This is an optimization exercise on Yosys and OpenROAD, whose aim is small area and a short achievable clock period, not a production implementation.
At most, simulation tests tie the RTL to the original design; equivalence was not proved.
The RTL of runs 1, 3 and 4 was laid out without a check of its function.
Power and IR drop assume default switching activity.

<file path="design/flow/design.v">
`timescale 1ns/100ps
`default_nettype none
package snf_wdat_pkg;
    localparam int FLIT_DATA_W = 256;
    localparam int FLIT_BE_W   = 32;
    localparam int DATAID_W    = 2;
    localparam int TXNID_W     = 12;
    localparam int BEAT_W      = 128;
    localparam int BEAT_STRB_W = 16;
    localparam int LINE_W      = 2 * FLIT_DATA_W;
    localparam int LINE_STRB_W = 2 * FLIT_BE_W;
    localparam int BANKS       = LINE_W / BEAT_W;
    localparam int BANK_IDX_W  = $clog2(BANKS);
    localparam int SIZE_W = 3;
    localparam logic [SIZE_W-1:0] SIZE_LINE = 3'd6;
    typedef enum logic [3:0] {
        DAT_COPYBACK_WRDATA    = 4'h2,
        DAT_NONCOPYBACK_WRDATA = 4'h3,
        DAT_WRITEDATACANCEL    = 4'h7
    } dat_opcode_e;
endpackage
`default_nettype wire
`timescale 1ns/100ps
`default_nettype none
import snf_wdat_pkg::*;
module snf_wdat_top
#(
    parameter int NUM_ENTRIES = 4,
    localparam int IDX_W = $clog2(NUM_ENTRIES)
) (
    input  wire logic                   clk,
    input  wire logic                   rst,
    input  wire logic                   alloc_valid,
    input  wire logic [IDX_W-1:0]       alloc_idx,
    input  wire logic [5:0]             alloc_offset,
    input  wire logic [SIZE_W-1:0]      alloc_size,
    input  wire logic [BANK_IDX_W-1:0]  alloc_axlen,
    input  wire logic                   retire_valid,
    input  wire logic [IDX_W-1:0]       retire_idx,
    input  wire logic                   wr_start_valid,
    input  wire logic [IDX_W-1:0]       wr_start_idx,
    input  wire logic                   dat_valid,
    input  wire logic [TXNID_W-1:0]     dat_txnid,
    input  wire logic [3:0]             dat_opcode,
    input  wire logic [DATAID_W-1:0]    dat_dataid,
    input  wire logic [FLIT_BE_W-1:0]   dat_be,
    input  wire logic [FLIT_DATA_W-1:0] dat_data,
    output logic                        rxdat_ok,
    output logic      [IDX_W-1:0]       rxdat_ok_idx,
    output logic      [BEAT_W-1:0]      wdata,
    output logic      [BEAT_STRB_W-1:0] wstrb,
    output logic                        wlast,
    output logic                        wvalid,
    input  wire logic                   wready
);
    localparam int NE = NUM_ENTRIES;
    localparam int NS = NE * BANKS;
    logic [NE-1:0][1:0][FLIT_DATA_W-1:0] half_data;
    logic [NE-1:0][1:0][FLIT_BE_W-1:0]   half_strb;
    logic [NE-1:0][1:0]             half_vld;
    logic [NE-1:0]         line_size;    
    logic [NE-1:0]         got_one;      
    logic [NE-1:0][BANK_IDX_W-1:0] first_q;
    logic [NE-1:0][BANK_IDX_W-1:0] last_q;
    logic                  ok_q;
    logic [IDX_W-1:0]      ok_idx_q;
    logic [IDX_W-1:0]      dat_idx;
    logic                  flit_hi;
    logic                  merge_en;
    logic                  flit_done;
    assign dat_idx   = dat_txnid[IDX_W-1:0];
    assign flit_hi   = dat_dataid[1];
    assign merge_en  = dat_valid && (dat_opcode != DAT_WRITEDATACANCEL) && !dat_dataid[0];
    assign flit_done = !line_size[dat_idx] || got_one[dat_idx];
    logic [NE-1:0][1:0] half_load;    
    logic [NE-1:0][1:0] half_hit;     
    always_comb begin
        for (int i = 0; i < NE; i++) begin
            for (int h = 0; h < 2; h++) begin
                half_hit[i][h]  = dat_valid && dat_idx == IDX_W'(i) && flit_hi == h[0];
                half_load[i][h] = half_hit[i][h] && merge_en;
            end
        end
    end
    always_ff @(posedge clk) begin
        for (int i = 0; i < NE; i++) begin
            for (int h = 0; h < 2; h++) begin
                half_data[i][h] <= ({FLIT_DATA_W{half_load[i][h]}} & dat_data)
                                 | ({FLIT_DATA_W{!half_hit[i][h]}} & half_data[i][h]);
                half_strb[i][h] <= ({FLIT_BE_W{half_load[i][h]}} & dat_be)
                                 | ({FLIT_BE_W{!half_hit[i][h]}} & half_strb[i][h]);
            end
        end
    end
    always_ff @(posedge clk or posedge rst) begin
        if (rst) begin
            for (int i = 0; i < NE; i++) begin
                half_vld[i] <= '0;
                got_one[i]  <= 1'b0;
            end
        end else begin
            for (int i = 0; i < NE; i++) begin
                if (retire_valid && retire_idx == IDX_W'(i)) begin
                    half_vld[i] <= '0;
                end else if (merge_en && dat_idx == IDX_W'(i)) begin
                    half_vld[i][flit_hi] <= 1'b1;
                end
                if (dat_valid && dat_idx == IDX_W'(i)) begin
                    got_one[i] <= !flit_done;
                end
            end
        end
    end
    always_ff @(posedge clk) begin
        for (int i = 0; i < NE; i++) begin
            if (alloc_valid && alloc_idx == IDX_W'(i)) begin
                line_size[i] <= (alloc_size == SIZE_LINE);
                first_q[i]   <= alloc_offset[5:4] & ~alloc_axlen;
                last_q[i]    <= (alloc_offset[5:4] & ~alloc_axlen) + alloc_axlen;
            end
        end
    end
    always_ff @(posedge clk or posedge rst) begin
        if (rst) begin
            ok_q <= 1'b0;
        end else begin
            ok_q <= dat_valid && flit_done;
        end
    end
    always_ff @(posedge clk) begin
        ok_idx_q <= dat_idx;
    end
    assign rxdat_ok     = ok_q;
    assign rxdat_ok_idx = ok_idx_q;
    logic [NE-1:0]            qv_q;
    logic [NE-1:0][IDX_W-1:0] qs_q;
    logic [BANK_IDX_W-1:0]    bank_q;
    logic                     wlast_q;
    logic [NS-1:0]            cur_q;     
    logic [NS-1:0]            nxt_q;     
    logic                     empty_q;   
    logic                     only_q;    
    logic [BEAT_W-1:0]        wdata_q;
    logic [BEAT_STRB_W-1:0]   wstrb_q;
    logic                     take;
    logic                     pop;
    logic                     new_head;
    logic [NE-1:0]            sh_v;
    logic [NE-1:0][IDX_W-1:0] sh_s;
    logic [NE-1:0]            nx_v;
    logic [NE-1:0][IDX_W-1:0] nx_s;
    logic [IDX_W-1:0]         nh;
    logic [BANK_IDX_W-1:0]    nb;
    logic [BANK_IDX_W-1:0]    nb_inc;
    logic                     nlast;
    logic [NS-1:0]            bank_ok;   
    logic [NS-1:0]            first_sel;
    logic [NS-1:0]            start_sel;
    logic [NS-1:0]            nsel;
    logic [NS-1:0]            nxt_next;
    logic [BEAT_W-1:0]        nbeat;
    logic [BEAT_STRB_W-1:0]   nstrb;
    assign take     = qv_q[0] && wready;
    assign pop      = take && wlast_q;
    assign new_head = wr_start_valid && (empty_q || (wready && only_q));
    always_comb begin
        for (int s = 0; s < NS; s++) begin
            bank_ok[s]   = half_vld[s / BANKS][(s % BANKS) / 2];
            first_sel[s] = (first_q[s / BANKS] == BANK_IDX_W'(s % BANKS)) && bank_ok[s];
            start_sel[s] = (wr_start_idx == IDX_W'(s / BANKS)) && first_sel[s];
        end
    end
    assign nsel = (wready ? nxt_q : cur_q) | ({NS{new_head}} & start_sel);
    always_comb begin
        for (int k = 0; k < NE; k++) begin
            if (pop) begin
                sh_v[k] = (k + 1 < NE) ? qv_q[(k + 1) % NE] : 1'b0;
                sh_s[k] = qs_q[(k + 1) % NE];
            end else begin
                sh_v[k] = qv_q[k];
                sh_s[k] = qs_q[k];
            end
        end
        for (int k = 0; k < NE; k++) begin
            nx_v[k] = sh_v[k];
            nx_s[k] = sh_s[k];
            if (wr_start_valid && !sh_v[k] && (k == 0 || sh_v[(k + NE - 1) % NE])) begin
                nx_v[k] = 1'b1;
                nx_s[k] = wr_start_idx;
            end
        end
        nh = nx_s[0];
        if (!qv_q[0] || pop) begin
            nb    = first_q[nh];
            nlast = (first_q[nh] == last_q[nh]);
        end else if (wready) begin
            nb    = bank_q + 1'b1;
            nlast = ((bank_q + 1'b1) == last_q[nh]);
        end else begin
            nb    = bank_q;
            nlast = wlast_q;
        end
        nb_inc = nb + 1'b1;
        for (int s = 0; s < NS; s++) begin
            if (nlast) begin
                nxt_next[s] = nx_v[1] && (nx_s[1] == IDX_W'(s / BANKS)) && first_sel[s];
            end else begin
                nxt_next[s] = nx_v[0] && (nh == IDX_W'(s / BANKS))
                              && (nb_inc == BANK_IDX_W'(s % BANKS)) && bank_ok[s];
            end
        end
    end
    always_ff @(posedge clk or posedge rst) begin
        if (rst) begin
            qv_q    <= '0;
            empty_q <= 1'b1;
            only_q  <= 1'b0;
            cur_q   <= '0;
            nxt_q   <= '0;
        end else begin
            qv_q    <= nx_v;
            empty_q <= !nx_v[0];
            only_q  <= nx_v[0] && nlast && !nx_v[1];
            cur_q   <= nsel;
            nxt_q   <= nxt_next;
        end
    end
    always_ff @(posedge clk) begin
        qs_q    <= nx_s;
        bank_q  <= nb;
        wlast_q <= nlast;
        wdata_q <= nbeat;
        wstrb_q <= nstrb;
    end
    always_comb begin
        nbeat = '0;
        nstrb = '0;
        for (int s = 0; s < NS; s++) begin
            nbeat = nbeat | ({BEAT_W{nsel[s]}}
                    & half_data[s / BANKS][(s % BANKS) / 2][((s % BANKS) % 2) * BEAT_W +: BEAT_W]);
            nstrb = nstrb | ({BEAT_STRB_W{nsel[s]}}
                    & half_strb[s / BANKS][(s % BANKS) / 2][((s % BANKS) % 2) * BEAT_STRB_W +: BEAT_STRB_W]);
        end
    end
    assign wdata  = wdata_q;
    assign wstrb  = wstrb_q;
    assign wvalid = qv_q[0];
    assign wlast  = wlast_q;
endmodule
`default_nettype wire
</file>
<file path="design/flow/flow/run.sh">
#!/bin/bash
# Standard layout, with plain buffers on the ports in place of the
# default delay-cell buffers, and resizing not held to the same footprint.
set -euo pipefail
bash standard.sh "BUFFER_PORTS_ARGS=-buffer_cell sky130_fd_sc_hd__buf_2" MATCH_CELL_FOOTPRINT=0 finish > standard.log 2>&1
</file>
<file path="design/flow/standard.sh">
#!/bin/bash
# synth_recipe.tcl (not shown) runs the flow's synth.tcl, then flattens the netlist and writes it again
# the make line also repeats each setting of config.mk as NAME=value (left out here)
make -C /OpenROAD-flow-scripts/flow DESIGN_CONFIG=/design/flow/config.mk WORK_HOME=/design/flow/orfs CLKGATE_MAP_FILE= SYNTH_SCRIPT=/design/flow/synth_recipe.tcl "${@:-finish}"
</file>
<file path="design/flow/config.mk">
export PLATFORM = sky130hd
export DESIGN_NAME = snf_wdat_top
export DESIGN_NICKNAME = snf_wdat_top
export VERILOG_FILES = /design/flow/design.v
export SDC_FILE = /design/flow/constraint.sdc
export NUM_CORES = 4
export LEC_CHECK = 0
export CAP_MARGIN = 50
export CORE_MARGIN = 2
export CORE_UTILIZATION = 65
export CTS_CLUSTER_DIAMETER = 60
export CTS_CLUSTER_SIZE = 30
export PLACE_DENSITY = 0.75
export SETUP_SLACK_MARGIN = 4.0
export SLEW_MARGIN = 60
</file>
<file path="design/flow/constraint.sdc">
create_clock -name core_clock -period 7.0 [get_ports {clk}]
set_input_delay 1.4000 -clock core_clock [delete_from_list [all_inputs] [get_ports {clk}]]
set_output_delay 1.4000 -clock core_clock [all_outputs]
set_load 0.01 [all_outputs]
</file>
==> metrics.md, run 1 <==
| Metric | Value |
|---|---|
| Worst Path Required | 7.69 ns |
| PD cells | approximately 320 nW/um2 |
| WL final | 319000 um |
| Hold-fix buffers at CTS | 0 |
| Drt wl/cell | between 30 and 40 um |
| RePlAce Congestion | between 0.8 and 0.9 |
| Cells on Worst Hold Path | 1 |
| CP arrival | around 3.8 ns |
| Yosys warns | 1 |
| Post-route DRC violation count | 0 |
| Post-route insts no fill | 9247 |
| # Max-Cap Violations | 0 |
| Met1 usage | between 50% and 60% |
| Cell-internal power | 23500 uW |
| Reg clk slew, reported paths | about 0.08 ns |
| Worst-Skew Late Latency | just over 0.8 ns |
| Clock share of power | a little under a third |
| Ports | approximately 480 |
| RSZ-0062 raised after global routing | true |
| Leak | 0.0408 uW |
| Max Buffers Root-to-Sink | 3 |
| Final worst slack | approximately 3.9 ns |
| IO Port Bufs | 464 |
| Total Routing Usage GR | a little over two fifths |
| Critical Path Sink Type | register |
| Total grt overflow | 0 |
| Clock skew | 0.0419 ns |
| Critical path type | input port to register |
| Site Rows | around 140 |
| Reg power frac | a little under three fifths |
| Vias/cell | just under 8 |
| Syn nets | between 7k and 8k |
| Post-DP HPWL | around 160000 um |
| Pre-antenna DRT Iters | 6 |
| Synthesized area | between 80000 and 90000 um2 |
| Worst-path maximum fanout | 7 |
| GR peak layer | met2 |
| Placed Cells | a little under 9k |
| Die width | around 370 um |
| Share of layout cells above drive strength 1 | ~15% |
| Fin nets | about 7.6k |
| Slew HR | 57.6% |
| Vias in the first global route | 68.5k |
| Max H-tree Level | 4 |
| Routed Antenna Nets | 0 |
| #FFs+latches synth | 2532 |
| Post-synthesis sequential area ratio | between 50% and 60% |
| Die Ht | around 370 um |
| Worst slack, placed | between 2 and 2.5 ns |
| VDD IR max | 0.250 mV |
| Dominant synthesized flop cell | dfxtp_1 |
| Post-synth EDFFs | 24 |
| Area Overhead vs Synth | 13.3% |
| Mean post-synth cell area | approximately 12 um2 |
| Number of DRC markers in iteration 0 | ~10k |
| # setup viols final | 0 |
| Startpoint Class | input port |
| Final Hold Fails | 0 |
| Final period util | ~45% |
| Final Total Pwr | approximately 32000 uW |
| First-pass GRT wire length | roughly 450000 um |
| Hold Crit Class | register to register |
| Core Area | roughly 130000 um2 |
| Tmin final | 3.14 ns |
| Initial Util | between 60% and 70% |
| Via count | roughly 72k |
| Die Area | around 140000 um2 |
| Yosys cell types | approximately 50 |
| Final Max Tran Viols | 0 |
| Setup TNS | 0 ns |
| Reg2Reg Depth | 10 |
| Reported net switching power | approximately 9000 uW |
| Least-Margin Pin Slew | approximately 0.64 ns |
| CTS tree | done |
| Synthesized instance count | 7443 |
| Logic pwr share | 14.3% |
| CTS Sinks | 2532 |
| Switching Share | a little over a quarter |
| Synth async-reset ratio | about 2.0% |
| Achievable frequency | roughly 320 MHz |
| R2R setup slack | a little over 4 ns |
| Clk Tree Root Cell | clkbuf_16 |
| Initial antenna violation count | about 100 |
| GRT met2 Usage | 63.0% |
| Largest net degree at the start of global routing | 86 |
| M3 GR Usage | between 10% and 20% |
| Outcome | no timing/DRC/antenna violations |
| CTS buffer count | roughly 140 |
==> cell type report <==
cell class	count	area, um2
Antenna cell	58	145
Clock buffer	156	3730
Clock inverter	97	1210
Fill cell	9070	35200
Inverter	10	46.3
Multi-Input combinational cell	3859	33500
Sequential cell	2532	51200
Tap cell	1781	2230
Timing Repair Buffer	754	7660
==> what timing repair did <==
action	CTS	global route
gates resized for setup	42	40
pin swaps	14	13
buffers inserted	26	27
cloned	18	27
setup endpoints to repair	418	451
==> metal layers <==
metal | wire length (um) | share of wire (%) | vias up
met1 | 119000 | 37 | 36100
met3 | 45000 | 14 | 1051
li1 | - | - | 29400
met5 | 561 | 0.18 | -
met4 | 16400 | 5.2 | 90
met2 | 137000 | 43 | 5611
==> logic make-up after synthesis <==
logic type,synth area share [%]
buf+inv,4.51
compound gates,34.7
mux,0.745
simple gates,1.91
flops,58.1
xor+xnor,0.0497
==> registers in the layout, indices dropped and copies added, names as in the netlist, 16 cells and up <==
name / count
cur_q: 16
half_data: 2048
half_strb: 256
nxt_q: 16
wdata_q: 128
wstrb_q: 16
==> final timing paths <==
path / endpoint / start
worst min register to register: half_data[1588] / half_data[1588]
worst max-delay path: nxt_q[12] / wready
worst max register to register: nxt_q[12] / wlast_q
max in group asynchronous: qv_q[0] / rst
min in group asynchronous: half_vld[0] / rst
worst min-delay path: half_data[1588] / half_data[1588]
==> cells in the mapped netlist, types with 7 or more instances <==
| cell | number | share of area [%] |
|---|---|---|
| a22o_1 | 2880 | 29 |
| dfxtp_1 | 2457 | 56 |
| clkbuf_1 | 711 | 3.0 |
| a221oi_1 | 576 | 5.7 |
| buf_1 | 329 | 1.4 |
| nand4_1 | 148 | 1.1 |
| dfrtp_1 | 50 | 1.4 |
| mux2i_1 | 43 | 0.49 |
| nand2_1 | 37 | 0.16 |
| edfxtp_1 | 24 | 0.82 |
| nand3_1 | 24 | 0.14 |
| nor2_1 | 22 | 0.094 |
| mux2_2 | 15 | 0.19 |
| nor3_1 | 14 | 0.080 |
| o21ai_1 | 14 | 0.080 |
| nor2b_1 | 12 | 0.085 |
| inv_1 | 10 | 0.043 |
| nand2b_1 | 9 | 0.064 |
| o21a_1 | 7 | 0.060 |
==> placed cells by master, fill, tap and decap left out, types with 14 or more instances in the layout <==
cell / Yosys / routed
buf_12: 0 / 65
nand4_1: 148 / 148
dfrtp_1: 50 / 49
mux2i_1: 43 / 34
buf_16: 0 / 64
buf_6: 2 / 35
nand3_1: 24 / 19
nor2_1: 22 / 14
clkbuf_8: 0 / 20
clkinv_4: 0 / 16
buf_2: 2 / 462
clkinvlp_4: 0 / 15
diode_2: 0 / 58
edfxtp_1: 24 / 24
a221oi_1: 576 / 574
buf_8: 0 / 16
o21ai_4: 0 / 14
a22o_1: 2880 / 2880
nand2_1: 37 / 32
inv_6: 0 / 14
dfxtp_1: 2457 / 2455
inv_8: 0 / 17
buf_4: 0 / 56
clkbuf_16: 0 / 186
==> stage by stage <==
step	instance area (um2)	hold WS (ns)	util (%)
after floorplan	88700	0.442	-
after global placement	90400	0.455	67.0
after detailed placement	92500	0.455	68.5
after CTS	98300	0.482	72.8
after global routing	99700	0.492	73.9
final	99700	0.480	73.9
==> critical path, cell delays in order <==
cell and delay, ns:
buf_8 0.08, buf_12 0.10, nand3b_1 0.14, a21oi_4 0.23
mux2i_4 0.28, buf_12 0.15, mux2i_4 0.23, mux2i_4 0.10
xnor2_2 0.21, mux2i_4 0.35, nand3_4 0.20, mux2_4 0.34
==> power by group through the flow <==
stage          clock network [uW]  logic, uW  registers, uW
2_1_floorplan                   0       2840          17900
3_5_place_dp                    0       4140          18100
6_report                     9750       4630          17900
4_1_cts                      9700       4350          17900
3_3_place_gp                    0       3920          18100
5_1_grt                     10300       4850          18100
==> run 2: changes to the inputs <==
--- a/design/flow/design.v
+++ b/design/flow/design.v
@@ -135,7 +135,10 @@
     logic [NE-1:0]            qv_q;
     logic [NE-1:0][IDX_W-1:0] qs_q;
     logic [BANK_IDX_W-1:0]    bank_q;
-    logic                     wlast_q;
+    logic                     wlast_q;   
+    logic                     nlast_n_q;  
+    logic                     head_v;
+    logic                     head_last;
     logic [NS-1:0]            cur_q;     
     logic [NS-1:0]            nxt_q;     
     logic                     empty_q;   
@@ -160,8 +163,10 @@
     logic [NS-1:0]            nxt_next;
     logic [BEAT_W-1:0]        nbeat;
     logic [BEAT_STRB_W-1:0]   nstrb;
-    assign take     = qv_q[0] && wready;
-    assign pop      = take && wlast_q;
+    assign head_v    = !empty_q;
+    assign head_last = !nlast_n_q;
+    assign take      = head_v && wready;
+    assign pop       = take && head_last;
     assign new_head = wr_start_valid && (empty_q || (wready && only_q));
     always_comb begin
         for (int s = 0; s < NS; s++) begin
@@ -177,7 +182,7 @@
                 sh_v[k] = (k + 1 < NE) ? qv_q[(k + 1) % NE] : 1'b0;
                 sh_s[k] = qs_q[(k + 1) % NE];
             end else begin
-                sh_v[k] = qv_q[k];
+                sh_v[k] = (k == 0) ? head_v : qv_q[k];
                 sh_s[k] = qs_q[k];
             end
         end
@@ -190,7 +195,7 @@
             end
         end
         nh = nx_s[0];
-        if (!qv_q[0] || pop) begin
+        if (!head_v || pop) begin
             nb    = first_q[nh];
             nlast = (first_q[nh] == last_q[nh]);
         end else if (wready) begin
@@ -198,7 +203,7 @@
             nlast = ((bank_q + 1'b1) == last_q[nh]);
         end else begin
             nb    = bank_q;
-            nlast = wlast_q;
+            nlast = head_last;
         end
         nb_inc = nb + 1'b1;
         for (int s = 0; s < NS; s++) begin
@@ -228,7 +233,8 @@
     always_ff @(posedge clk) begin
         qs_q    <= nx_s;
         bank_q  <= nb;
-        wlast_q <= nlast;
+        wlast_q   <= nlast;
+        nlast_n_q <= !nlast;
         wdata_q <= nbeat;
         wstrb_q <= nstrb;
     end
--- a/design/flow/config.mk
+++ b/design/flow/config.mk
@@ -7,9 +7,8 @@
 export LEC_CHECK = 0
 export CAP_MARGIN = 50
 export CORE_MARGIN = 2
-export CORE_UTILIZATION = 65
+export CORE_UTILIZATION = 40
 export CTS_CLUSTER_DIAMETER = 60
 export CTS_CLUSTER_SIZE = 30
-export PLACE_DENSITY = 0.75
-export SETUP_SLACK_MARGIN = 4.0
+export SETUP_SLACK_MARGIN = 3.9
 export SLEW_MARGIN = 60
==> metrics.md, run 2 <==
| Metric | Value |
|---|---|
| Largest net degree at the start of global routing | 87 (+1.2%) |
| Vias in the first global route | 68.7k (+0.37%) |
| Clock skew | 0.0432 ns (+0.00121 ns) |
| #FFs+latches synth | 2533 (+0.039%) |
| Met1 usage | 38.0% (-19 points) |
| Post-synthesis sequential area ratio | 58.1% (about the same) |
| Reported net switching power | 9580 uW (+8.3%) |
| Leak | 0.0408 uW (+0.17%) |
| Fin Hold WS | 0.480 ns (-0.000140 ns) |
| Most frequent cells in the layout | a22o_1, dfxtp_1, a221oi_1 |
| Fin nets | 7601 (-0.38%) |
| Startpoint Class | input port |
| First-pass GRT wire length | 483000 um (+7.7%) |
| Top cells by area, synth | dfxtp_1, a22o_1, a221oi_1, clkbuf_1, dfrtp_1 |
| Final worst slack | 3.69 ns (-0.166 ns) |
| Achievable frequency | 302 MHz (-5.0%) |
| CP endpoint | nxt_q[1] |
| Least-Margin Pin Slew | 0.672 ns (+0.0361 ns) |
| Max Buffers Root-to-Sink | 3 (unchanged) |
| Max reg flops | 2048 (unchanged) |
| GR peak layer | met2 |
| Area Overhead vs Synth | 14.8% |
| Biggest register | half_data |
| Yosys cell types | 52 (+6.1%) |
| Yosys warns | 1 (unchanged) |
| Syn nets | 7773 (unchanged) |
| Switching Share | 28.4% (+1.0 points) |
| Core Area | 219000 um2 (+62%) |
| # Max-Cap Violations | 0 (unchanged) |
| Drt wl/cell | 32.3 um (-6.4%) |
| Worst Path Required | 7.76 ns (+0.07 ns) |
| Hold Crit Class | register to register |
| GRT met2 Usage | 44.5% (-19 points) |
| Reg2Reg Depth | 13 (+3) |
| IO Port Bufs | 464 (unchanged) |
| Final period util | 47.2% (+2.4 points) |
| M3 GR Usage | 6.11% (-5.1 points) |
| Final Hold Fails | 0 (unchanged) |
| Post-route DRC violation count | 0 (unchanged) |
| Placed Cells | 9930 (+12%) |
| CTS tree | done |
| Area leader, netlist | dfxtp_1 |
| Cell-internal power | 24200 uW (+2.9%) |
| Setup TNS | 0 ns (unchanged) |
| Ports | 479 (unchanged) |
| # setup viols final | 0 (unchanged) |
| Max H-tree Level | 4 (unchanged) |
| Worst r2r dst | nxt_q[1] |
| Worst-Skew Late Latency | 0.86 ns (+0.03 ns) |
| PD cells | 333 nW/um2 (+2.9%) |
| Die Area | 224000 um2 (+62%) |
| Cells on Worst Hold Path | 1 (unchanged) |
| Number of DRC markers in iteration 0 | 7764 (-26%) |
| Reg clk slew, reported paths | 0.08 ns (about the same) |
| Worst slack, placed | 2.24 ns (+0.224 ns) |
| Outcome | no timing/DRC/antenna violations |
| Site Rows | 172 (+27%) |
| CTS Sinks | 2533 (+0.039%) |
| Routed Antenna Nets | 0 (unchanged) |
| Reg power frac | 53.1% (-2.4 points) |
| Dominant synthesized flop cell | dfxtp_1 |
| Initial Util | 40.2% (-25 points) |
| Synthesized area | 88100 um2 (about the same) |
| RePlAce Congestion | 0.830 (-0.40%) |
| Post-synth EDFFs | 24 (unchanged) |
| Post-DP HPWL | 176000 um (+11%) |
| Worst-path maximum fanout | 8 (+1) |
| Commonest non-fill, non-tap cell in the layout | a22o_1 |
| R2R setup slack | 3.84 ns (-0.25 ns) |
| RSZ-0062 raised after global routing | true |
| Critical path type | input port to register |
| Largest registers | half_data (2048), half_strb (256), wdata_q (128) |
| Final Max Tran Viols | 0 (unchanged) |
| CTS buffer count | 162 (+13%) |
| Share of layout cells above drive strength 1 | 14.6% (-0.26 points) |
| Post-route insts no fill | 10.3k (+12%) |
| Clock share of power | 33.5% (+3.3 points) |
| VDD IR max | 0.261 mV (+4.3%) |
| Die Ht | 473 um (+27%) |
| WL final | 334000 um (+4.7%) |
| Top post-synthesis cells by count | a22o_1, dfxtp_1, clkbuf_1 |
| Logic pwr share | 13.4% (-0.9 points) |
| Crit path from | wready |
| Synthesized instance count | 7443 (unchanged) |
| Most frequent cell after synthesis | a22o_1 |
| Post-synth top area share | 55.8% (about the same) |
| Via count | 70.2k (-2.7%) |
| Vias/cell | 6.79 (-13%) |
| Die width | 473 um (+27%) |
| CP arrival | 4.07 ns (+0.24 ns) |
| Total Routing Usage GR | 28.4% (-14 points) |
| Clk Tree Root Cell | clkbuf_16 |
| Synth async-reset ratio | 2.01% (about the same) |
| Pre-antenna DRT Iters | 6 (unchanged) |
| Critical Path Sink Type | register |
| Tmin final | 3.31 ns (+0.166 ns) |
| FF-to-FF Start | empty_q |
| Slew HR | 55.2% (-2.4 points) |
| Mean post-synth cell area | 11.8 um2 (about the same) |
| Total grt overflow | 0 (unchanged) |
| Initial antenna violation count | 126 (+22%) |
run 2: worst min path at each step:
stage	start	to	slack, ns
floorplan	half_data[132]	half_data[132]	0.44
global placement	half_data[1083]	half_data[1083]	0.46
detailed placement	half_data[184]	half_data[184]	0.45
CTS	half_data[129]	half_data[129]	0.48
global route	half_data[207]	half_data[207]	0.49
finish	half_data[267]	half_data[267]	0.48
run 2: power by group through the flow:
| stage | Clock, uW | Sequential [uW] | Combinational, uW |
|---|---|---|---|
| finish | 11300 | 17900 | 4520 |
| detailed placement | 0 | 18200 | 4270 |
| CTS | 11400 | 17900 | 4390 |
| floorplan | 0 | 17900 | 2840 |
| global placement | 0 | 18100 | 4080 |
| global route | 12000 | 18100 | 4790 |
run 2: logic make-up (layout without fill, tap and decap cells):
family / Yosys count / count (layout) / synth area share (%)
muxes: 61 / 62 / 0.743
and+or+nand+nor: 304 / 305 / 2.01
buffers and inverters: 1050 / 1016 / 4.51
other: 0 / 57 / 0
xor gates and xnor gates: 5 / 5 / 0.0497
AOI/OAI and AO/OA: 3490 / 3490 / 34.6
DFF: 2533 / 2533 / 58.1
run 2: area by class of cell:
class / instances / area, um2
fill: 19500 / 118000
sequential: 2533 / 51200
tap: 2871 / 3590
antenna: 57 / 143
multi-input combinational: 3862 / 33400
clock buffer: 178 / 4320
inverter: 7 / 33.8
timing repair buffer: 703 / 6480
timing repair inverter: 2 / 27.5
clock inverter: 126 / 1940
run 2: metrics by stage:
stage,instance area [um2],utilization [%],power (uW)
after floorplan,88700,-,20800
after global placement,92100,42.0,22200
after detailed placement,94000,42.9,22400
after CTS,101000,45.9,33700
after global routing,101000,46.1,34900
final,101000,46.1,33700
run 2: per-layer routing:
layer | wire length (um) | vias to the layer above | share of wire, %
met3 | 32600 | 735 | 9.8
met5 | 539 | - | 0.16
met2 | 151000 | 3899 | 45
met1 | 137000 | 36100 | 41
li1 | - | 29400 | -
met4 | 12100 | 88 | 3.6
run 2: worst max-delay path, stage by stage:
cell and delay (ns):
buf_16 0.08, nor3b_4 0.25, mux2_4 0.36, mux2i_4 0.29, buf_6 0.15, mux2i_1 0.17
mux2i_1 0.14, xor2_1 0.17, or3_1 0.34, nor3b_2 0.16, buf_6 0.14, buf_6 0.13
clkinv_8 0.07, mux2i_1 0.20
run 2: repair_timing:
| action | CTS | global route |
|---|---|---|
| setup endpoints to repair | 226 | 411 |
| gates cloned | 8 | 4 |
| gates resized for setup | 17 | 15 |
| pin swaps | 9 | 9 |
| endpoints found under the hold margin | 0 | 0 |
| setup buffers | 15 | 16 |
| hold buffers | 0 | 0 |
==> run 3: changes to the inputs <==
--- a/design/flow/design.v
+++ b/design/flow/design.v
@@ -139,7 +139,6 @@
     logic                     nlast_n_q;  
     logic                     head_v;
     logic                     head_last;
-    logic [NS-1:0]            cur_q;     
     logic [NS-1:0]            nxt_q;     
     logic                     empty_q;   
     logic                     only_q;    
@@ -147,6 +146,7 @@
     logic [BEAT_STRB_W-1:0]   wstrb_q;
     logic                     take;
     logic                     pop;
+    logic                     hold;
     logic                     new_head;
     logic [NE-1:0]            sh_v;
     logic [NE-1:0][IDX_W-1:0] sh_s;
@@ -167,7 +167,8 @@
     assign head_last = !nlast_n_q;
     assign take      = head_v && wready;
     assign pop       = take && head_last;
-    assign new_head = wr_start_valid && (empty_q || (wready && only_q));
+    assign hold      = head_v && !wready;
+    assign new_head  = wr_start_valid && (empty_q || only_q);
     always_comb begin
         for (int s = 0; s < NS; s++) begin
             bank_ok[s]   = half_vld[s / BANKS][(s % BANKS) / 2];
@@ -175,7 +176,7 @@
             start_sel[s] = (wr_start_idx == IDX_W'(s / BANKS)) && first_sel[s];
         end
     end
-    assign nsel = (wready ? nxt_q : cur_q) | ({NS{new_head}} & start_sel);
+    assign nsel = nxt_q | ({NS{new_head}} & start_sel);
     always_comb begin
         for (int k = 0; k < NE; k++) begin
             if (pop) begin
@@ -220,13 +221,11 @@
             qv_q    <= '0;
             empty_q <= 1'b1;
             only_q  <= 1'b0;
-            cur_q   <= '0;
             nxt_q   <= '0;
         end else begin
             qv_q    <= nx_v;
             empty_q <= !nx_v[0];
             only_q  <= nx_v[0] && nlast && !nx_v[1];
-            cur_q   <= nsel;
             nxt_q   <= nxt_next;
         end
     end
@@ -235,8 +234,10 @@
         bank_q  <= nb;
         wlast_q   <= nlast;
         nlast_n_q <= !nlast;
-        wdata_q <= nbeat;
-        wstrb_q <= nstrb;
+        if (!hold) begin
+            wdata_q <= nbeat;
+            wstrb_q <= nstrb;
+        end
     end
     always_comb begin
         nbeat = '0;
--- a/design/flow/config.mk
+++ b/design/flow/config.mk
@@ -10,5 +10,5 @@
 export CORE_UTILIZATION = 40
 export CTS_CLUSTER_DIAMETER = 60
 export CTS_CLUSTER_SIZE = 30
-export SETUP_SLACK_MARGIN = 3.9
+export SETUP_SLACK_MARGIN = 4.2
 export SLEW_MARGIN = 60
==> metrics.md, run 3 <==
| Metric | Value |
|---|---|
| Outcome | no timing/DRC/antenna violations |
| Final Hold Fails | 0 (unchanged) |
| CTS Sinks | 2517 (-0.63%) |
| Mean post-synth cell area | 12.0 um2 (+1.4%) |
| Critical path's slowest cell | or3_1 |
| Achievable frequency | 292 MHz (-3.6%) |
| Initial Util | 40.2% (about the same) |
| Biggest register | half_data |
| Yosys cell types | 59 (+13%) |
| Die Ht | 476 um (+0.55%) |
| Commonest non-fill, non-tap cell in the layout | a22o_1 |
| Site Rows | 173 (+0.58%) |
| Area Overhead vs Synth | 20.0% |
| Filler cell count | 19.2k (-1.5%) |
| Post-synth EDFFs | 168 (+600%) |
| Die Area | 227000 um2 (+1.1%) |
| Post-Synth Adder-Cell Area | 0% (unchanged) |
| Leak | 0.0429 uW (+5.1%) |
| Multiplexer share of the synthesized area | 0.556% (-0.19 points) |
| Post-route DRC violation count | 0 (unchanged) |
| Worst Path Required | 7.76 ns (about the same) |
| Worst-Skew Late Latency | 0.88 ns (+0.02 ns) |
| Syn nets | 7751 (-0.28%) |
| Share of layout cells above drive strength 1 | 19.8% (+5.3 points) |
| Fin nets | 7725 (+1.6%) |
| Final Total Pwr | 33900 uW (+0.38%) |
| CTS buffer count | 159 (-1.9%) |
| Xor and xnor area share after synthesis | 0.0576% (+0.0079 points) |
| Top cells by area, synth | dfxtp_1, a22o_1, a221oi_1, edfxtp_1, clkbuf_1 |
| Pre-antenna DRT Iters | 6 (unchanged) |
| Largest net degree at the start of global routing | 89 (+2.3%) |
| Least-Margin Pin Slew | 0.659 ns (-0.0125 ns) |
| VDD IR max | 0.170 mV (-35%) |
| Cells on Worst Hold Path | 1 (unchanged) |
| FF-to-FF Start | empty_q |
| #FFs+latches synth | 2517 (-0.63%) |
| Reg clk slew, reported paths | 0.08 ns (about the same) |
| PD cells | 317 nW/um2 (-5.0%) |
| Final Max Tran Viols | 0 (unchanged) |
| Crit-path leading delay family | multiplexers |
| Slew HR | 56.1% (+0.83 points) |
| RePlAce Congestion | 0.796 (-4.1%) |
| Setup TNS | 0 ns (unchanged) |
| # setup viols final | 0 (unchanged) |
| Min-delay src | half_data[635] |
| Post-DP HPWL | 181000 um (+2.8%) |
| CTS tree | done |
| Clock skew | 0.0416 ns (-0.00152 ns) |
| Most frequent cells in the layout | a22o_1, dfxtp_1, buf_2 |
| Routed Antenna Nets | 0 (unchanged) |
| # Max-Cap Violations | 0 (unchanged) |
| Yosys warns | 1 (unchanged) |
| Synthesized instance count | 7421 (-0.30%) |
| CP arrival | 4.19 ns (+0.12 ns) |
| Critical path type | input port to register |
| Core Area | 222000 um2 (+1.2%) |
| IO Port Bufs | 464 (unchanged) |
| WL final | 370000 um (+11%) |
| Via count | 72.8k (+3.7%) |
| Slowest cell delay on critical path | 0.35 ns (about the same) |
| Max H-tree Level | 4 (unchanged) |
| R2R setup slack | 3.65 ns (-0.19 ns) |
| Most frequent cell after synthesis | a22o_1 |
| Number of DRC markers in iteration 0 | 8972 (+16%) |
| Largest registers | half_data (2048), half_strb (256), wdata_q (128) |
| Ports | 479 (unchanged) |
| Total Routing Usage GR | 29.2% (+0.88 points) |
| Vias in the first global route | 70.1k (+2.0%) |
| Compound-cell area share of the yosys netlist | 34.3% (-0.32 points) |
| Critical Path Sink Type | register |
| Startpoint Class | input port |
| Initial antenna violation count | 118 (-6.3%) |
| Fraction of the mapped netlist area in simple logic gates | 1.96% (-0.042 points) |
| Hold EP | half_data[635] |
| Drt wl/cell | 35.0 um (+8.5%) |
| Max Buffers Root-to-Sink | 3 (unchanged) |
| Dominant synthesized flop cell | dfxtp_1 |
| Reg2Reg Depth | 13 (unchanged) |
| RSZ-0062 raised after global routing | true |
| Die width | 476 um (+0.55%) |
| Synth async-reset ratio | 1.39% (-0.62 points) |
| Worst-path maximum fanout | 6 (-2) |
| Total grt overflow | 0 (unchanged) |
| Area leader, netlist | dfxtp_1 |
| Worst r2r dst | nxt_q[11] |
| Post-synth top area share | 52.0% (-3.8 points) |
| Critical path buffers and inverters | 5 (unchanged) |
| Top post-synthesis cells by count | a22o_1, dfxtp_1, clkbuf_1 |
| First-pass GRT wire length | 498000 um (+3.0%) |
| Largest family of logic cells by synthesized area | compound AO/OA/AOI/OAI gates |
| Tmin final | 3.43 ns (+0.123 ns) |
| Vias/cell | 6.90 (+1.5%) |
| Crit path cell chain | buf_8 > nor3b_4 > mux2_4 > mux2i_4 > buf_6 > buf_12 > mux2i_4 > mux2i_2 > xor2_1 > or3_1 > nor3b_4 > bufinv_8 > buf_12 > mux2i_2 |
| Hold Crit Class | register to register |
| Hold-fix buffers at CTS | 0 (unchanged) |
| Post-synthesis sequential area ratio | 58.6% (+0.53 points) |
| Max reg flops | 2048 (unchanged) |
| Final period util | 49.0% (+1.8 points) |
| Synthesized area | 89100 um2 (+1.1%) |
| Clk Tree Root Cell | clkbuf_16 |
-- run 3: area by class of cell --
type | instances | area, um2 | area share (%)
diodes | 51 | 128 | 0.119
clock buffers | 169 | 4080 | 3.81
clock inverters | 129 | 1790 | 1.67
inverters | 8 | 43.8 | 0.0409
multi-input cells | 3842 | 34900 | 32.7
flip-flops and latches | 2517 | 52300 | 48.9
well taps | 2975 | 3720 | 3.48
repair buffers | 867 | 10000 | 9.35
-- run 3: worst max path at each step --
stage               startpoint        end  slack, ns  cells past startpoint
floorplan               wready   nxt_q[2]       3.07                     11
global placement        wready   nxt_q[6]       2.37                     11
detailed placement      wready   nxt_q[2]       2.28                     11
CTS                     wready   nxt_q[2]       3.73                     12
global route            wready  nxt_q[11]       3.53                     14
finish                  wready  nxt_q[11]       3.57                     14
-- run 3: timing repair --
action	CTS	global route
buffers inserted	54	61
gates resized for setup	137	197
pin swaps	9	36
endpoints found under the hold margin	0	0
cloned	24	60
setup endpoints to repair	1247	683
-- run 3: routing by layer --
metal  global-route usage (%)  vias up  wire length (um)  share of wire [%]
met1                     39.0    37100            146000                 40
met5                        0        -               530               0.14
met2                     45.7     4882            165000                 45
met4                     12.2       82             16800                4.5
met3                     6.28      988             40600                 11
li1                         -    29800                 -                  -
-- run 3: cells by family after synthesis --
logic type	count (synthesis)
compound gates	3490
xor+xnor	5
buf+inv	1065
flops	2517
mux	45
simple gates	299
-- run 3: worst reg2reg max path: cells and delay by family, from the launching register on --
family        cells  cell delay (ns)
xor+xnor          1             0.18
mux               5             1.12
flops             1             0.54
buf+inv           4             0.65
simple gates      3             0.78
-- run 3: report_power, final --
part / switching, uW / leakage [uW] / internal [uW]
combinational: 2450 / 0.0188 / 2490
clock: 6050 / 0.00283 / 4860
sequential: 1290 / 0.0213 / 16700
total: 9790 / 0.0429 / 24100
-- run 3: per-stage QoR --
stage	util, %	area (um2)	setup WS, ns	std cells	hold slack [ns]
final	48.2	107000	3.57	10600	0.479
after global routing	48.2	107000	3.53	10500	0.489
after CTS	46.8	104000	3.73	10400	0.480
after detailed placement	43.4	96300	2.28	10000	0.454
after global placement	42.3	93900	2.37	9913	0.455
after floorplan	-	91500	3.07	7421	0.442
==> run 4: changes to the inputs <==
--- a/design/flow/design.v
+++ b/design/flow/design.v
@@ -62,6 +62,7 @@
     logic [NE-1:0]         got_one;      
     logic [NE-1:0][BANK_IDX_W-1:0] first_q;
     logic [NE-1:0][BANK_IDX_W-1:0] last_q;
+    logic [NE-1:0]         single_q;     
     logic                  ok_q;
     logic [IDX_W-1:0]      ok_idx_q;
     logic [IDX_W-1:0]      dat_idx;
@@ -117,6 +118,7 @@
                 line_size[i] <= (alloc_size == SIZE_LINE);
                 first_q[i]   <= alloc_offset[5:4] & ~alloc_axlen;
                 last_q[i]    <= (alloc_offset[5:4] & ~alloc_axlen) + alloc_axlen;
+                single_q[i]  <= (alloc_axlen == '0);
             end
         end
     end
@@ -135,84 +137,140 @@
     logic [NE-1:0]            qv_q;
     logic [NE-1:0][IDX_W-1:0] qs_q;
     logic [BANK_IDX_W-1:0]    bank_q;
-    logic                     wlast_q;   
+    logic                     wlast_q;    
     logic                     nlast_n_q;  
-    logic                     head_v;
-    logic                     head_last;
-    logic [NS-1:0]            nxt_q;     
-    logic                     empty_q;   
-    logic                     only_q;    
+    logic [NS-1:0]            nxt_q;      
+    logic                     empty_q;    
+    logic                     only_q;     
     logic [BEAT_W-1:0]        wdata_q;
     logic [BEAT_STRB_W-1:0]   wstrb_q;
-    logic                     take;
+    logic                     v0, v1, v2;
+    logic [IDX_W-1:0]         h, s1, s2;
+    logic                     hl;         
+    logic                     rdy, push;
+    logic [IDX_W-1:0]         w;
     logic                     pop;
     logic                     hold;
     logic                     new_head;
+    logic                     adv_last;   
+    logic [NS-1:0]            bank_ok;    
+    logic [NS-1:0]            fs;         
+    logic [NS-1:0]            sec;        
+    logic [NS-1:0]            adv1, adv2;
+    logic [NS-1:0]            f_s1, f_s2, sec_s1;
+    logic [NS-1:0]            a_hold, a_adv, a_pop, a_base;
+    logic [NS-1:0]            f_w, sec_w;
+    logic                     c_f, c_sec;
+    logic [NS-1:0]            nsel;
+    logic [NS-1:0]            nxt_next;
     logic [NE-1:0]            sh_v;
     logic [NE-1:0][IDX_W-1:0] sh_s;
     logic [NE-1:0]            nx_v;
     logic [NE-1:0][IDX_W-1:0] nx_s;
-    logic [IDX_W-1:0]         nh;
     logic [BANK_IDX_W-1:0]    nb;
-    logic [BANK_IDX_W-1:0]    nb_inc;
     logic                     nlast;
-    logic [NS-1:0]            bank_ok;   
-    logic [NS-1:0]            first_sel;
-    logic [NS-1:0]            start_sel;
-    logic [NS-1:0]            nsel;
-    logic [NS-1:0]            nxt_next;
+    logic                     only_next;
     logic [BEAT_W-1:0]        nbeat;
     logic [BEAT_STRB_W-1:0]   nstrb;
-    assign head_v    = !empty_q;
-    assign head_last = !nlast_n_q;
-    assign take      = head_v && wready;
-    assign pop       = take && head_last;
-    assign hold      = head_v && !wready;
-    assign new_head  = wr_start_valid && (empty_q || only_q);
+    assign v0   = !empty_q;
+    assign v1   = qv_q[1];
+    assign v2   = qv_q[2];
+    assign h    = qs_q[0];
+    assign s1   = qs_q[1];
+    assign s2   = qs_q[2];
+    assign hl   = !nlast_n_q;
+    assign rdy  = wready;
+    assign push = wr_start_valid;
+    assign w    = wr_start_idx;
+    assign pop      = v0 && rdy && hl;
+    assign hold     = v0 && !rdy;
+    assign new_head = push && (empty_q || only_q);
+    assign adv_last = ((bank_q + 1'b1) == last_q[h]);
     always_comb begin
         for (int s = 0; s < NS; s++) begin
-            bank_ok[s]   = half_vld[s / BANKS][(s % BANKS) / 2];
-            first_sel[s] = (first_q[s / BANKS] == BANK_IDX_W'(s % BANKS)) && bank_ok[s];
-            start_sel[s] = (wr_start_idx == IDX_W'(s / BANKS)) && first_sel[s];
-        end
-    end
-    assign nsel = nxt_q | ({NS{new_head}} & start_sel);
+            bank_ok[s] = half_vld[s / BANKS][(s % BANKS) / 2];
+            fs[s]      = (first_q[s / BANKS] == BANK_IDX_W'(s % BANKS)) && bank_ok[s];
+            sec[s]     = !single_q[s / BANKS]
+                         && ((first_q[s / BANKS] + 1'b1) == BANK_IDX_W'(s % BANKS)) && bank_ok[s];
+            adv1[s]    = (h == IDX_W'(s / BANKS)) && ((bank_q + 2'd1) == BANK_IDX_W'(s % BANKS))
+                         && bank_ok[s];
+            adv2[s]    = (h == IDX_W'(s / BANKS)) && ((bank_q + 2'd2) == BANK_IDX_W'(s % BANKS))
+                         && bank_ok[s];
+            f_s1[s]    = v1 && (s1 == IDX_W'(s / BANKS)) && fs[s];
+            f_s2[s]    = v2 && (s2 == IDX_W'(s / BANKS)) && fs[s];
+            sec_s1[s]  = v1 && (s1 == IDX_W'(s / BANKS)) && sec[s];
+            f_w[s]     = (w == IDX_W'(s / BANKS)) && fs[s];
+            sec_w[s]   = (w == IDX_W'(s / BANKS)) && sec[s];
+        end
+    end
+    assign a_hold = hl ? f_s1 : adv1;
+    assign a_adv  = adv_last ? f_s1 : adv2;
+    assign a_pop  = single_q[s1] ? f_s2 : sec_s1;
+    assign a_base = !v0 ? '0 : !rdy ? a_hold : hl ? a_pop : a_adv;
+    always_comb begin
+        if (!v0) begin
+            c_f   = 1'b0;
+            c_sec = 1'b1;
+        end else if (!rdy) begin
+            c_f   = hl && !v1;
+            c_sec = 1'b0;
+        end else if (!hl) begin
+            c_f   = adv_last && !v1;
+            c_sec = 1'b0;
+        end else begin
+            c_f   = v1 && single_q[s1] && !v2;
+            c_sec = !v1;
+        end
+    end
+    assign nxt_next = a_base | ({NS{push && c_f}} & f_w) | ({NS{push && c_sec}} & sec_w);
+    assign nsel = nxt_q | ({NS{new_head}} & f_w);
+    always_comb begin
+        if (!v0) begin
+            nb    = first_q[w];
+            nlast = single_q[w];
+        end else if (!rdy) begin
+            nb    = bank_q;
+            nlast = hl;
+        end else if (!hl) begin
+            nb    = bank_q + 1'b1;
+            nlast = adv_last;
+        end else if (v1) begin
+            nb    = first_q[s1];
+            nlast = single_q[s1];
+        end else begin
+            nb    = first_q[w];
+            nlast = single_q[w];
+        end
+    end
+    always_comb begin
+        if (!v0) begin
+            only_next = push && single_q[w];
+        end else if (!rdy) begin
+            only_next = hl && !v1 && !push;
+        end else if (!hl) begin
+            only_next = adv_last && !v1 && !push;
+        end else if (v1) begin
+            only_next = single_q[s1] && !v2 && !push;
+        end else begin
+            only_next = push && single_q[w];
+        end
+    end
     always_comb begin
         for (int k = 0; k < NE; k++) begin
             if (pop) begin
                 sh_v[k] = (k + 1 < NE) ? qv_q[(k + 1) % NE] : 1'b0;
                 sh_s[k] = qs_q[(k + 1) % NE];
             end else begin
-                sh_v[k] = (k == 0) ? head_v : qv_q[k];
+                sh_v[k] = (k == 0) ? v0 : qv_q[k];
                 sh_s[k] = qs_q[k];
             end
         end
         for (int k = 0; k < NE; k++) begin
             nx_v[k] = sh_v[k];
             nx_s[k] = sh_s[k];
-            if (wr_start_valid && !sh_v[k] && (k == 0 || sh_v[(k + NE - 1) % NE])) begin
+            if (push && !sh_v[k] && (k == 0 || sh_v[(k + NE - 1) % NE])) begin
                 nx_v[k] = 1'b1;
-                nx_s[k] = wr_start_idx;
-            end
-        end
-        nh = nx_s[0];
-        if (!head_v || pop) begin
-            nb    = first_q[nh];
-            nlast = (first_q[nh] == last_q[nh]);
-        end else if (wready) begin
-            nb    = bank_q + 1'b1;
-            nlast = ((bank_q + 1'b1) == last_q[nh]);
-        end else begin
-            nb    = bank_q;
-            nlast = head_last;
-        end
-        nb_inc = nb + 1'b1;
-        for (int s = 0; s < NS; s++) begin
-            if (nlast) begin
-                nxt_next[s] = nx_v[1] && (nx_s[1] == IDX_W'(s / BANKS)) && first_sel[s];
-            end else begin
-                nxt_next[s] = nx_v[0] && (nh == IDX_W'(s / BANKS))
-                              && (nb_inc == BANK_IDX_W'(s % BANKS)) && bank_ok[s];
+                nx_s[k] = w;
             end
         end
     end
@@ -225,13 +283,13 @@
         end else begin
             qv_q    <= nx_v;
             empty_q <= !nx_v[0];
-            only_q  <= nx_v[0] && nlast && !nx_v[1];
+            only_q  <= only_next;
             nxt_q   <= nxt_next;
         end
     end
     always_ff @(posedge clk) begin
-        qs_q    <= nx_s;
-        bank_q  <= nb;
+        qs_q      <= nx_s;
+        bank_q    <= nb;
         wlast_q   <= nlast;
         nlast_n_q <= !nlast;
         if (!hold) begin
--- a/design/flow/config.mk
+++ b/design/flow/config.mk
@@ -10,5 +10,5 @@
 export CORE_UTILIZATION = 40
 export CTS_CLUSTER_DIAMETER = 60
 export CTS_CLUSTER_SIZE = 30
-export SETUP_SLACK_MARGIN = 4.2
+export SETUP_SLACK_MARGIN = 4.0
 export SLEW_MARGIN = 60
==> metrics.md, run 4 <==
| Metric | Value |
|---|---|
| Outcome | no timing/DRC/antenna violations |
| Worst Path Required | 5.60 ns (-2.16 ns) |
| Reg2Reg Depth | 9 (-4) |
| Hold Crit Class | register to register |
| Final Hold Fails | 0 (unchanged) |
| First-pass GRT wire length | 508000 um (+2.1%) |
| Crit-path leading delay family | flip-flops |
| Post-route DRC violation count | 0 (unchanged) |
| Worst-path maximum fanout | 1 (-5) |
| CTS tree | done |
| Top layer in use | met5 |
| Pre-antenna DRT Iters | 6 (unchanged) |
| Number of DRC markers in iteration 0 | 8086 (-9.9%) |
| Post-DP HPWL | 186000 um (+2.7%) |
| Critical Path Sink Type | output pin |
| Mean post-synth cell area | 11.9 um2 (-0.54%) |
| Cells on Worst Hold Path | 1 (unchanged) |
| Critical path's slowest cell | edfxtp_1 |
| Worst-Skew Late Latency | 0.89 ns (about the same) |
| RePlAce Congestion | 0.873 (+9.7%) |
| Achievable frequency | 322 MHz (+11%) |
| Tmin final | 3.10 ns (-0.327 ns) |
| Reg clk slew, reported paths | 0.08 ns (about the same) |
| Share of layout cells above drive strength 1 | 16.0% (-3.8 points) |
| Drt wl/cell | 33.1 um (-5.4%) |
| WL final | 351000 um (-5.0%) |
| VDD IR max | 0.208 mV (+22%) |
| Die Area | 230000 um2 (+1.8%) |
| Slowest cell delay on critical path | 0.62 ns (+0.27 ns) |
| Critical path type | register to output pin |
| Startpoint Class | register |
| Largest net degree at the start of global routing | 85 (-4.5%) |
| Vias in the first global route | 71.6k (+2.2%) |
| Most frequent cell after synthesis | a22o_1 |
| Synthesized instance count | 7593 (+2.3%) |
| IO Port Bufs | 464 (unchanged) |
| CTS Sinks | 2521 (+0.16%) |
| Area Overhead vs Synth | 15.3% |
| Most frequent cells in the layout | a22o_1, dfxtp_1, a221oi_1 |
| Area leader, netlist | dfxtp_1 |
| # Max-Cap Violations | 0 (unchanged) |
| Total grt overflow | 0 (unchanged) |
| Met2 Routed Length | 156000 um (-6.0%) |
| Max Buffers Root-to-Sink | 3 (unchanged) |
| Via count | 72.9k (+0.18%) |
| Fraction of the mapped netlist area in simple logic gates | 2.34% (+0.37 points) |
| Post-synth EDFFs | 178 (+6.0%) |
| Compound-cell area share of the yosys netlist | 34.5% (+0.27 points) |
| Biggest register | half_data |
| Yosys warns | 1 (unchanged) |
| Yosys cell types | 79 (+34%) |
| Leak | 0.0416 uW (-3.0%) |
| Initial antenna violation count | 138 (+17%) |
| CP arrival | 1.70 ns (-2.49 ns) |
| Commonest non-fill, non-tap cell in the layout | a22o_1 |
| Vias/cell | 6.88 (-0.20%) |
| Synthesized area | 90700 um2 (+1.8%) |
| Fin nets | 7745 (+0.26%) |
| Clock skew | 0.0751 ns (+0.0335 ns) |
| Top post-synthesis cells by count | a22o_1, dfxtp_1, a221oi_1 |
| Top cells by area, synth | dfxtp_1, a22o_1, edfxtp_1, a221oi_1, clkbuf_1 |
| Initial Util | 40.3% (+0.12 points) |
| PD cells | 323 nW/um2 (+2.2%) |
| Final Max Tran Viols | 0 (unchanged) |
| #FFs+latches synth | 2521 (+0.16%) |
| Dominant synthesized flop cell | dfxtp_1 |
| Syn nets | 7927 (+2.3%) |
| Hold-fix buffers at CTS | 0 (unchanged) |
| Routed length on met3 | 37500 um (-7.6%) |
| Site Rows | 174 (+0.58%) |
| RSZ-0062 raised after global routing | true |
| Core Area | 225000 um2 (+1.5%) |
| Setup TNS | 0 ns (unchanged) |
| Die Ht | 480 um (+0.87%) |
| Least-Margin Pin Slew | 0.635 ns (-0.0244 ns) |
| Critical path buffers and inverters | 1 (-4) |
| Largest family of logic cells by synthesized area | compound AO/OA/AOI/OAI gates |
| Ports | 479 (unchanged) |
| Die width | 480 um (+0.87%) |
| Multiplexer share of the synthesized area | 0.400% (-0.16 points) |
| Max reg flops | 2048 (unchanged) |
| Filler cell count | 20.0k (+4.1%) |
| Final period util | 44.3% (-4.7 points) |
| Synth async-reset ratio | 1.39% (-0.0022 points) |
| Final Total Pwr | 33800 uW (-0.14%) |
| Total Routing Usage GR | 29.1% (-0.14 points) |
| Xor and xnor area share after synthesis | 0.0290% (-0.029 points) |
| Wire length on met1 | 144000 um (-1.8%) |
| Number of stages on the worst setup path | 1 (-13) |
| Clk Tree Root Cell | clkbuf_16 |
| # setup viols final | 0 (unchanged) |
| Largest registers | half_data (2048), half_strb (256), wdata_q (128) |
| Crit path cell chain | buf_2 |
| CTS buffer count | 162 (+1.9%) |
| Post-Synth Adder-Cell Area | 0.0552% (+0.055 points) |
| Max H-tree Level | 4 (unchanged) |
| Post-synth top area share | 51.0% (-1.0 points) |
| Routed Antenna Nets | 0 (unchanged) |
| Post-synthesis sequential area ratio | 57.8% (-0.82 points) |
| Slew HR | 57.7% (+1.6 points) |
[run 4: what timing repair did]
action | CTS | global route
endpoints found under the setup margin | 487 | 196
gates cloned | 10 | 4
gates resized for setup | 32 | 16
buffers inserted | 8 | 11
pin swaps | 5 | 3
hold endpoints to repair | 0 | 0
[run 4: per-stage QoR]
stage | instance area (um2) | util [%] | std cells | hold WS (ns) | setup WS (ns)
after floorplan | 91500 | - | 7593 | 0.442 | 2.76
after global placement | 95100 | 42.2 | 10100 | 0.455 | 2.49
after detailed placement | 97400 | 43.3 | 10200 | 0.454 | 2.49
after CTS | 104000 | 46.2 | 10500 | 0.480 | 3.79
after global routing | 104000 | 46.4 | 10600 | 0.489 | 3.85
final | 105000 | 46.4 | 10600 | 0.479 | 3.90
[run 4: worst paths after layout]
check	start	slack [ns]	end
worst max-delay path	wdata_q[75]	3.90	wdata[75]
worst min-delay path	half_data[113]	0.48	half_data[113]
worst max register to register	empty_q	4.03	wdata_q[80]
worst min register to register	half_data[113]	0.48	half_data[113]
max in group asynchronous	rst	6.07	empty_q
min in group asynchronous	rst	0.60	nxt_q[2]
[run 4: cell type report]
cell class,instances,area [um2],area share (%)
Sequential cell,2521,52400,50.2
Clock buffer,178,4320,4.14
Clock inverter,128,1810,1.73
Multi-Input combinational cell,3983,34900,33.4
Tap cell,2992,3740,3.58
Inverter,16,66.3,0.0634
Timing Repair Buffer,727,7140,6.83
Antenna cell,53,133,0.127
[run 4: cells by family after synthesis]
group           after synthesis
simple gates                364
xor+xnor                      3
mux                          26
fa+ha+maj                     4
flops                      2521
compound gates             3585
buf+inv                    1090
[run 4: layer usage]
| metal | global-route usage, % | up-vias |
|---|---|---|
| met5 | 0 | - |
| met4 | 11.8 | 108 |
| met3 | 7.28 | 925 |
| met2 | 44.6 | 4392 |
| met1 | 39.1 | 37300 |
| li1 | - | 30200 |
[run 4: worst register-to-register path, stage by stage, from the launching register on]
cell and delay, ns:
dfstp_4 0.74, o21ai_4 0.08, buf_6 0.14, buf_6 0.14, o41ai_4 0.29, clkbuf_8 0.49
buf_6 0.49, a22o_1 0.27, a221oi_1 0.06, nand4_1 0.15
[run 4: power breakdown]
| group | switching (uW) | internal (uW) |
|---|---|---|
| combinational | 2300 | 2190 |
| sequential | 1310 | 16800 |
| clock | 6030 | 5180 |
| total | 9640 | 24200 |
==> run 5: changes to the inputs <==
--- a/design/flow/design.v
+++ b/design/flow/design.v
@@ -151,6 +151,7 @@
     logic [IDX_W-1:0]         w;
     logic                     pop;
     logic                     hold;
+    logic                     load_beat;
     logic                     new_head;
     logic                     adv_last;   
     logic [NS-1:0]            bank_ok;    
@@ -183,7 +184,8 @@
     assign push = wr_start_valid;
     assign w    = wr_start_idx;
     assign pop      = v0 && rdy && hl;
-    assign hold     = v0 && !rdy;
+    assign hold      = v0 && !rdy;
+    assign load_beat = rdy || (push && empty_q);
     assign new_head = push && (empty_q || only_q);
     assign adv_last = ((bank_q + 1'b1) == last_q[h]);
     always_comb begin
@@ -292,10 +294,8 @@
         bank_q    <= nb;
         wlast_q   <= nlast;
         nlast_n_q <= !nlast;
-        if (!hold) begin
-            wdata_q <= nbeat;
-            wstrb_q <= nstrb;
-        end
+        wdata_q <= ({BEAT_W{load_beat}} & nbeat) | ({BEAT_W{hold}} & wdata_q);
+        wstrb_q <= ({BEAT_STRB_W{load_beat}} & nstrb) | ({BEAT_STRB_W{hold}} & wstrb_q);
     end
     always_comb begin
         nbeat = '0;
==> metrics.md, run 5 <==
| Metric | Value |
|---|---|
| Outcome | no timing/DRC/antenna violations |
| Biggest register | half_data |
| Post-synth top area share | 54.0% (+3.0 points) |
| Syn nets | 8300 (+4.7%) |
| Vias in the first global route | 73.1k (+2.1%) |
| First-pass GRT wire length | 515000 um (+1.3%) |
| Mean post-synth cell area | 11.4 um2 (-4.4%) |
| Post-DP HPWL | 193000 um (+3.4%) |
| Slew HR | 55.5% (-2.2 points) |
| Worst-Skew Late Latency | 0.87 ns (-0.02 ns) |
| WL final | 355000 um (+1.2%) |
| Core Area | 227000 um2 (+0.67%) |
| Worst-path maximum fanout | 42 (+41) |
| Area of the multi-input gates | 36100 um2 (+3.4%) |
| CTS Sinks | 2521 (unchanged) |
| Crit path cell chain | buf_4 > o21a_4 > buf_4 > a31o_4 > buf_12 > buf_16 > buf_16 > buf_4 > a22o_1 > a221oi_2 > nand4_1 > a22o_1 |
| Top layer in use | met5 |
| Final period util | 44.0% (-0.36 points) |
| # setup viols final | 0 (unchanged) |
| RePlAce Congestion | 0.873 (about the same) |
| Critical path's slowest cell | a22o_1 |
| Seq. cell area | 51000 um2 (-2.7%) |
| Number of DRC markers in iteration 0 | 8139 (+0.66%) |
| Area Overhead vs Synth | 14.4% |
| Share of layout cells above drive strength 1 | 14.7% (-1.3 points) |
| Tmin final | 3.08 ns (-0.0255 ns) |
| Die Area | 231000 um2 (+0.27%) |
| Most frequent cell after synthesis | a22o_1 |
| Placed Cells | 10.5k (+3.3%) |
| Largest registers | half_data (2048), half_strb (256), wdata_q (128) |
| Largest net degree at the start of global routing | 83 (-2.4%) |
| Crit path from | wr_start_valid |
| Max Buffers Root-to-Sink | 3 (unchanged) |
| Ports | 479 (unchanged) |
| Setup TNS | 0 ns (unchanged) |
| Least-Margin Pin Slew | 0.667 ns (+0.0326 ns) |
| Vias/cell | 6.82 (-0.85%) |
| Final Max Tran Viols | 0 (unchanged) |
| Post-synthesis sequential area ratio | 56.1% (-1.7 points) |
| Synthesized area | 90900 um2 (+0.27%) |
| Min-delay src | wdata_q[40] |
| Site Rows | 175 (+0.57%) |
| Post-route insts no fill | 11.0k (+3.4%) |
| Area leader, netlist | dfxtp_1 |
| Most used cell, CP | buf_4 |
| Yosys warns | 1 (unchanged) |
| Initial antenna violation count | 119 (-14%) |
| VDD IR max | 0.285 mV (+37%) |
| CTS buffer count | 163 (+0.62%) |
| Startpoint Class | input port |
| Routed length on met3 | 36700 um (-2.2%) |
| Initial Util | 40.1% (-0.16 points) |
| Clock skew | 0.0395 ns (-0.0356 ns) |
| RSZ-0062 raised after global routing | true |
| Die width | 481 um (+0.13%) |
| Top post-synthesis cells by count | a22o_1, dfxtp_1, clkbuf_1 |
| Die Ht | 481 um (+0.13%) |
| Met2 Routed Length | 156000 um (+0.36%) |
| Synth async-reset ratio | 1.39% (unchanged) |
| Routed Antenna Nets | 0 (unchanged) |
| PD cells | 345 nW/um2 (+6.5%) |
| Commonest non-fill, non-tap cell in the layout | a22o_1 |
| #FFs+latches synth | 2521 (unchanged) |
| Hold Crit Class | register to register |
| Post-route DRC violation count | 0 (unchanged) |
| Critical path type | input port to register |
| CP arrival | 3.81 ns (+2.11 ns) |
| Worst slack, placed | 2.69 ns (+0.198 ns) |
| Post-synth EDFFs | 34 (-81%) |
| Final Hold Fails | 0 (unchanged) |
| Final Total Pwr | 35900 uW (+6.0%) |
| Leak | 0.0417 uW (+0.21%) |
| Achievable frequency | 325 MHz (+0.83%) |
| Clk Tree Root Cell | clkbuf_16 |
| Dominant synthesized flop cell | dfxtp_1 |
| Worst Path Required | 7.74 ns (+2.14 ns) |
| Fin nets | 8084 (+4.4%) |
| Critical Path Sink Type | register |
| Yosys cell types | 80 (+1.3%) |
| Via count | 74.8k (+2.5%) |
| Synthesized instance count | 7966 (+4.9%) |
| Final worst slack | 3.92 ns (+0.0255 ns) |
| Max reg flops | 2048 (unchanged) |
| FF-to-FF Start | empty_q |
| Reg clk slew, reported paths | 0.08 ns (about the same) |
| Most frequent cells in the layout | a22o_1, dfxtp_1, buf_2 |
| Total grt overflow | 0 (unchanged) |
| Total Routing Usage GR | 29.3% (+0.19 points) |
| IO Port Bufs | 464 (unchanged) |
| Top cells by area, synth | dfxtp_1, a22o_1, a221oi_1, a22oi_1, clkbuf_1 |
| Drt wl/cell | 32.4 um (-2.1%) |
| Core Util, Final | 45.9% (-0.52 points) |
| Max H-tree Level | 4 (unchanged) |
| R2R setup slack | 4.03 ns (about the same) |
| CTS tree | done |
| Wire length on met1 | 147000 um (+2.3%) |
| Slowest cell delay on critical path | 0.25 ns (-0.37 ns) |
| Filler cell count | 20.5k (+2.3%) |
| # Max-Cap Violations | 0 (unchanged) |
| Pre-antenna DRT Iters | 6 (unchanged) |
## run 5: path summary, 6_finish.rpt
check	endpoint	depth (start not counted)
max	wdata_q[83]	12
min	wdata_q[40]	2
max reg2reg	wdata_q[83]	11
min reg2reg	wdata_q[40]	2
max in group asynchronous	nxt_q[8]	3
min in group asynchronous	ok_q	3
## run 5: metal layers
metal / vias up / track usage, %
li1: 31300 / -
met1: 38100 / 39.3
met2: 4382 / 44.9
met3: 966 / 6.98
met4: 92 / 12.5
met5: - / 0
## run 5: timing repair
action / 4_1_cts / 5_1_grt
gates resized for setup: 28 / 33
setup endpoints to repair: 652 / 490
setup buffers: 21 / 20
pin swaps: 10 / 9
hold buffers: 0 / 0
gates cloned: 8 / 4
## run 5: cell type report
class	instances	share of cell area (%)
well taps	3009	3.62
clock inverters	131	1.72
inverters	12	0.0433
diodes	58	0.139
multi-input cells	4329	34.7
clock buffers	174	4.07
repair buffers	723	6.73
flip-flops and latches	2521	49.0
## run 5: cell families (layout without fill, tap and decap cells)
| logic type | count (synthesis) | count (layout) | synth area share, % |
|---|---|---|---|
| XOR/XNOR | 6 | 6 | 0.0578 |
| other | 0 | 58 | 0 |
| AO/OA/AOI/OAI | 3742 | 3744 | 35.1 |
| AND/OR/NAND/NOR | 546 | 547 | 3.25 |
| flip-flops | 2521 | 2521 | 56.1 |
| buffers and inverters | 1119 | 1040 | 5.03 |
| adder cells (fa/ha/maj) | 4 | 4 | 0.0551 |
| multiplexers | 28 | 28 | 0.421 |
## run 5: power breakdown
| part | total [uW] | leakage [uW] | internal, uW | switching (uW) |
|---|---|---|---|---|
| clock | 11100 | 0.00292 | 5000 | 6070 |
| combinational | 6520 | 0.0177 | 2880 | 3640 |
| sequential | 18300 | 0.0210 | 16800 | 1450 |
## run 5: critical path: cells and delay by family
| family | cells | cell delay (ns) |
|---|---|---|
| buf+inv | 6 | 1.09 |
| simple gates | 1 | 0.19 |
| compound gates | 5 | 1.05 |
## run 5: through the flow
step / cell area, um2 / hold slack (ns)
3_3_place_gp: 94500 / 0.427
4_1_cts: 103000 / 0.443
2_1_floorplan: 91100 / 0.442
5_1_grt: 104000 / 0.458
3_5_place_dp: 96800 / 0.431
6_report: 104000 / 0.438

-- re-timing with driven ports --
How much do the figures lean on ideal ports? The routed layouts below were timed once more, with nothing changed but the port constraints. Step 1, drivers: a clkbuf_16 drives clk and a buf_2 each remaining input, both assumed. Step 2 adds t to the input delays and takes it off the output delays; t is the mean of the earliest and latest rising clock arrival at the registers after step 1. Input paths then give back, and output paths get back, about the clock's delay inside the block. Slacks: ideal / step 1 / step 2; pairs: ideal / step 1.
| run | shift t [ns] | setup WS [ns] | worst setup path at the end | latest minus earliest clock arrival (ns) | slew at the worst register clock pin (ns) |
|---|---|---|---|---|---|
| run 1 | 0.891 | 3.859 / 3.889 / 2.998 | input to register | 0.048 / 0.048 | 0.11 / 0.11 |
| run 2 | 0.931 | 3.693 / 3.621 / 2.689 | input to register | 0.053 / 0.053 | 0.11 / 0.11 |
| run 3 | 0.931 | 3.570 / 3.607 / 2.675 | input to register | 0.066 / 0.067 | 0.11 / 0.11 |
| run 4 | 0.943 | 3.897 / 3.803 / 3.122 | input to register | 0.088 / 0.088 | 0.11 / 0.11 |
| run 5 | 0.936 | 3.923 / 3.960 / 3.042 | input to register | 0.055 / 0.055 | 0.11 / 0.11 |
After both steps setup and hold are still met in every run listed. For run 2, which loses most, drivers alone change the setup slack by -0.072 ns; drivers and shift together by -1.004 ns.
